Background: an optimization exercise with open tools, aiming at small area, a short achievable clock period and few clock cycles per item. Do not read the settings as production practice. The RTL was checked by simulation tests, not by an equivalence proof against the original design.

## the previous run
// fixed_point_17_14_alu_top
module fixed_point_17_14_alu_top (
  input  logic                        clk,
  input  logic                        rst,
  input  logic                        req_valid,
  output logic                        req_stall,
  input  logic [3:0]                  op,
  input  logic signed [WORD_BITS-1:0] operand_a,
  input  logic signed [WORD_BITS-1:0] operand_b,
  output logic                        rsp_valid,
  input  logic                        rsp_stall,
  output logic signed [WORD_BITS-1:0] result,
  output logic [1:0]                  status
);
For scale: about 210 flip-flops, about 110 I/O pins, ~0.031 sq mm of cells after synthesis.
==> flow/config.mk <==
export PLATFORM = sky130hd
export DESIGN_NAME = fixed_point_17_14_alu_top
export DESIGN_NICKNAME = fixed_point_17_14_alu_top
export VERILOG_FILES = /design/flow/design.v
export SDC_FILE = /design/flow/constraint.sdc
export NUM_CORES = 4
export LEC_CHECK = 0
export CAP_MARGIN = 20
export CORE_MARGIN = 2
export CORE_UTILIZATION = 50
export SETUP_SLACK_MARGIN = 0.5
export SLEW_MARGIN = 20
export TNS_END_PERCENT = 20
==> flow/constraint.sdc <==
create_clock -name core_clock -period 28.0 [get_ports {clk}]
set_input_delay 5.6000 -clock core_clock [delete_from_list [all_inputs] [get_ports {clk}]]
set_output_delay 5.6000 -clock core_clock [all_outputs]
set_load 0.01 [all_outputs]
standard.sh (not shown) runs the stock make flow with config.mk's settings and CLKGATE_MAP_FILE= SYNTH_SCRIPT=/design/flow/synth_recipe.tcl, a recipe that flattens the netlist after the stock synthesis.
==> flow/flow/run.sh <==
#!/bin/bash
# Layout flow: the standard flow, with two changes to how the layout is
# made: repair_timing is asked to reach a shorter period than the clock (a
# larger setup slack margin), and the port buffers that buffer_ports inserts
# on every input and output are plain buf_4 cells. The SDC, the synthesis and
# every other step are the standard ones.
set -euo pipefail
here=$(pwd)
target=$(cat flow/target_period_ns)
margin=$(python3 -c "print(round($FLOW_PERIOD_NS - $target, 3))")
# standard synthesis, unchanged
bash standard.sh synth > "$here/log_synth.txt" 2>&1
# remaining steps
sed -E "s/SETUP_SLACK_MARGIN=[^ ]+/SETUP_SLACK_MARGIN=$margin BUFFER_PORTS_ARGS=\"-buffer_cell sky130_fd_sc_hd__buf_4\"/" standard.sh > "$here/layout.sh"
bash "$here/layout.sh" > "$here/log_layout.txt" 2>&1
==> flow/flow/target_period_ns <==
7.0
Testbench counts of the previous run, summed over its fixed seeds: cycles 41,357, items 16,000.
Input-level comparison between the current run and the previous run:
diff --git a/flow/design.v b/flow/design.v
--- a/flow/design.v
+++ b/flow/design.v
@@ -79,42 +79,40 @@
   logic [3:0]  bneg, bone, btwo;   
   logic [1:0]  dbit;      
   logic [5:0]  bla, blb;  
   logic [32:0] racc;      
   logic [1:0]  ph;
   logic [4:0]  cnt;       
   logic        qn;        
   logic        o0v, o1v;
-  logic        rstall, o0nv;
   logic [33:0] o0, o1;    
   logic is_mul, is_div, op9, bz, simple, done, push, pop, go;
   logic ld_in, ld_mul, ld_prep, ld_div, qn_n;
-  logic x_mul, x_div, x_op9, x_bz, x_badb, x_badnb;
-  assign is_mul = x_mul;
-  assign is_div = x_div;
-  assign op9    = x_op9;
-  assign bz     = x_bz;
+  assign is_mul = (xop == 4'd7) || (xop == 4'd8);
+  assign is_div = (xop == 4'd9) || (xop == 4'd10);
+  assign op9    = (xop == 4'd9);
+  assign bz     = (rb == '0);
   assign simple = !is_mul && !is_div;
   always_comb begin
     case (ph)
       PH_IDLE: done = xv && (simple || (is_div && bz));
       PH_MUL:  done = xv && (cnt == 5'd1);
       PH_DIV:  done = xv && (cnt == 5'd1);
       default: done = xv;
     endcase
   end
   assign push = done && !o1v;
   assign pop  = o0v && !rsp_stall;
   assign go   = !(done && o1v);
   logic        sub_int, add_int, bad_b, bad_nb, badsel, inv;
   logic [31:0] add_a, add_b, sum;
   always_comb begin
-    bad_b   = x_badb;
-    bad_nb  = x_badnb;
+    bad_b   = !((&rb[31:17]) || (~|rb[31:17]));
+    bad_nb  = !((!bad_b && rb != 32'hFFFE_0000) || rb == 32'h0002_0000);
     add_int = (xop == 4'd4);
     sub_int = (xop == 4'd6);
     badsel  = (ph == PH_IDLE) && ((add_int && bad_b) || (sub_int && bad_nb));
     case (ph)
       PH_IDLE: inv = is_div ? rb[31] : ((xop == 4'd5) || sub_int);
       default: inv = qn;
     endcase
     add_a = (ph == PH_IDLE && !is_div) ? ra : 32'd0;
@@ -260,55 +258,42 @@
       default: done_n = 1'b1;
     endcase
     xfree_n = !xv_n || (done_n && !o1v_n);
   end
   always_ff @(posedge clk) begin
     if (rst) begin
       xv    <= 1'b0;
       xfree <= 1'b1;
-      rstall <= 1'b0;
-      o0nv  <= 1'b1;
       ph    <= PH_IDLE;
       o0v   <= 1'b0;
       o1v   <= 1'b0;
     end else begin
       xv    <= xv_n;
       xfree <= xfree_n;
-      rstall <= !xfree_n;
       ph    <= xfree ? PH_IDLE : ph_n;
       o1v   <= o1v_n;
-      if (!o0v || pop) begin
-        o0v  <= o1v || push;
-        o0nv <= !(o1v || push);
-      end
+      if (!o0v || pop) o0v <= o1v || push;
     end
   end
   always_ff @(posedge clk) begin
     if (!o0v || pop) o0 <= o1v ? o1 : nres;
     if (o0v && !pop && push) o1 <= nres;
   end
   assign qn_n    = ld_prep ? (ra[31] ^ rb[31]) : qn;
   assign ld_in   = xfree;
   assign ld_mul  = !xfree && xv && go && (ph == PH_MUL || (ph == PH_IDLE && is_mul));
   assign ld_prep = !xfree && xv && go && ph == PH_IDLE && is_div;
   assign ld_div  = !xfree && xv && go && ph == PH_DIV;
   logic dvalid_n;
   assign dvalid_n = !op9 || (cnt_n > 5'd7);
   always_ff @(posedge clk) begin
     cnt <= cnt_n;
     if (ld_in) begin
-      xop    <= op;
-      x_mul  <= (op == 4'd7) || (op == 4'd8);
-      x_div  <= (op == 4'd9) || (op == 4'd10);
-      x_op9  <= (op == 4'd9);
-      x_bz   <= (operand_b == '0);
-      x_badb <= !((&operand_b[31:17]) || (~|operand_b[31:17]));
-      x_badnb <= !((((&operand_b[31:17]) || (~|operand_b[31:17])) && operand_b != 32'hFFFE_0000)
-                   || operand_b == 32'h0002_0000);
+      xop <= op;
       ra  <= operand_a;
       bla <= sbitlen(operand_a);
       blb <= sbitlen(operand_b);
     end else if (ld_prep) begin
       ra  <= sum;
     end
     if (ld_in || ld_mul || ld_prep || ld_div)
       rb <= ({32{ld_in}}   & operand_b)
@@ -324,13 +309,13 @@
     else if (ld_mul)
       {bneg, btwo, bone} <= booth4(rb[15:8], rb[7]);
     if (ld_prep || ld_div) begin
       if (ld_prep) dbit <= d_q0[31:30] & {2{dvalid_n}};
       else         dbit <= rb[29:28] & {2{dvalid_n}};
     end
     if (ld_prep) qn <= qn_n;
   end
-  assign req_stall = rstall;
-  assign rsp_valid = !o0nv;
+  assign req_stall = !xfree;
+  assign rsp_valid = o0v;
   assign result    = o0[31:0];
   assign status    = o0[33:32];
 endmodule
- Arrival time of the worst setup path: higher on the previous run
- On delay contributed by the slowest stage of the critical path, the lower figure sits with the current run, not the previous run.
- In the tables for the current run and the previous run, final-layout clock buffer total reads lower with the current run.
- The current run reports a lower fraction of met1 tracks used by global routing than the previous run does.
- The current run vs the previous run — number of global-route vias before repair dropped 2.7%.
- When the final numbers for the current run and the previous run were put side by side, the cell depth of the worst flop-to-flop path turned out to be smaller in the current run.
- The previous run → the current run: global-route met3 utilization shrank by 0.25 points; max-capacitance violation count comparable.
Testbench counts of the current run, summed over its fixed seeds: cycles 41,357, items 16,000.

separate check: timing with driven ports:
Ports are ideal in the flow. The routed layouts listed here were re-timed in OpenROAD. Step 1: set_driving_cell puts a clkbuf_16 on clk and a buf_2 on each other input, an assumption about the parent block. Step 2 moves the port delays by t, midway between the first and last clock arrival at a register: inputs arrive t later, outputs are due t later. That takes back most of the time a late clock gives input paths. a / b / c = ideal ports / drivers / drivers and shift; a / b = the first two.
| run | shift t [ns] | setup WS [ns] | hold slack, ns | worst setup path after step 2 | latest minus earliest clock arrival (ns) |
|---|---|---|---|---|---|
| the previous run | 0.681 | 20.607 / 20.621 / 19.939 | 0.482 / 0.482 / 0.482 | input to register | 0.044 / 0.045 |
| the current run | 0.638 | 20.792 / 20.776 / 20.138 | 0.528 / 0.528 / 0.528 | input to register | 0.018 / 0.018 |
After both steps setup and hold are still met in every run listed. The setup slack of the previous run, which loses most, moves by +0.014 ns with the drivers and by -0.668 ns with both steps.
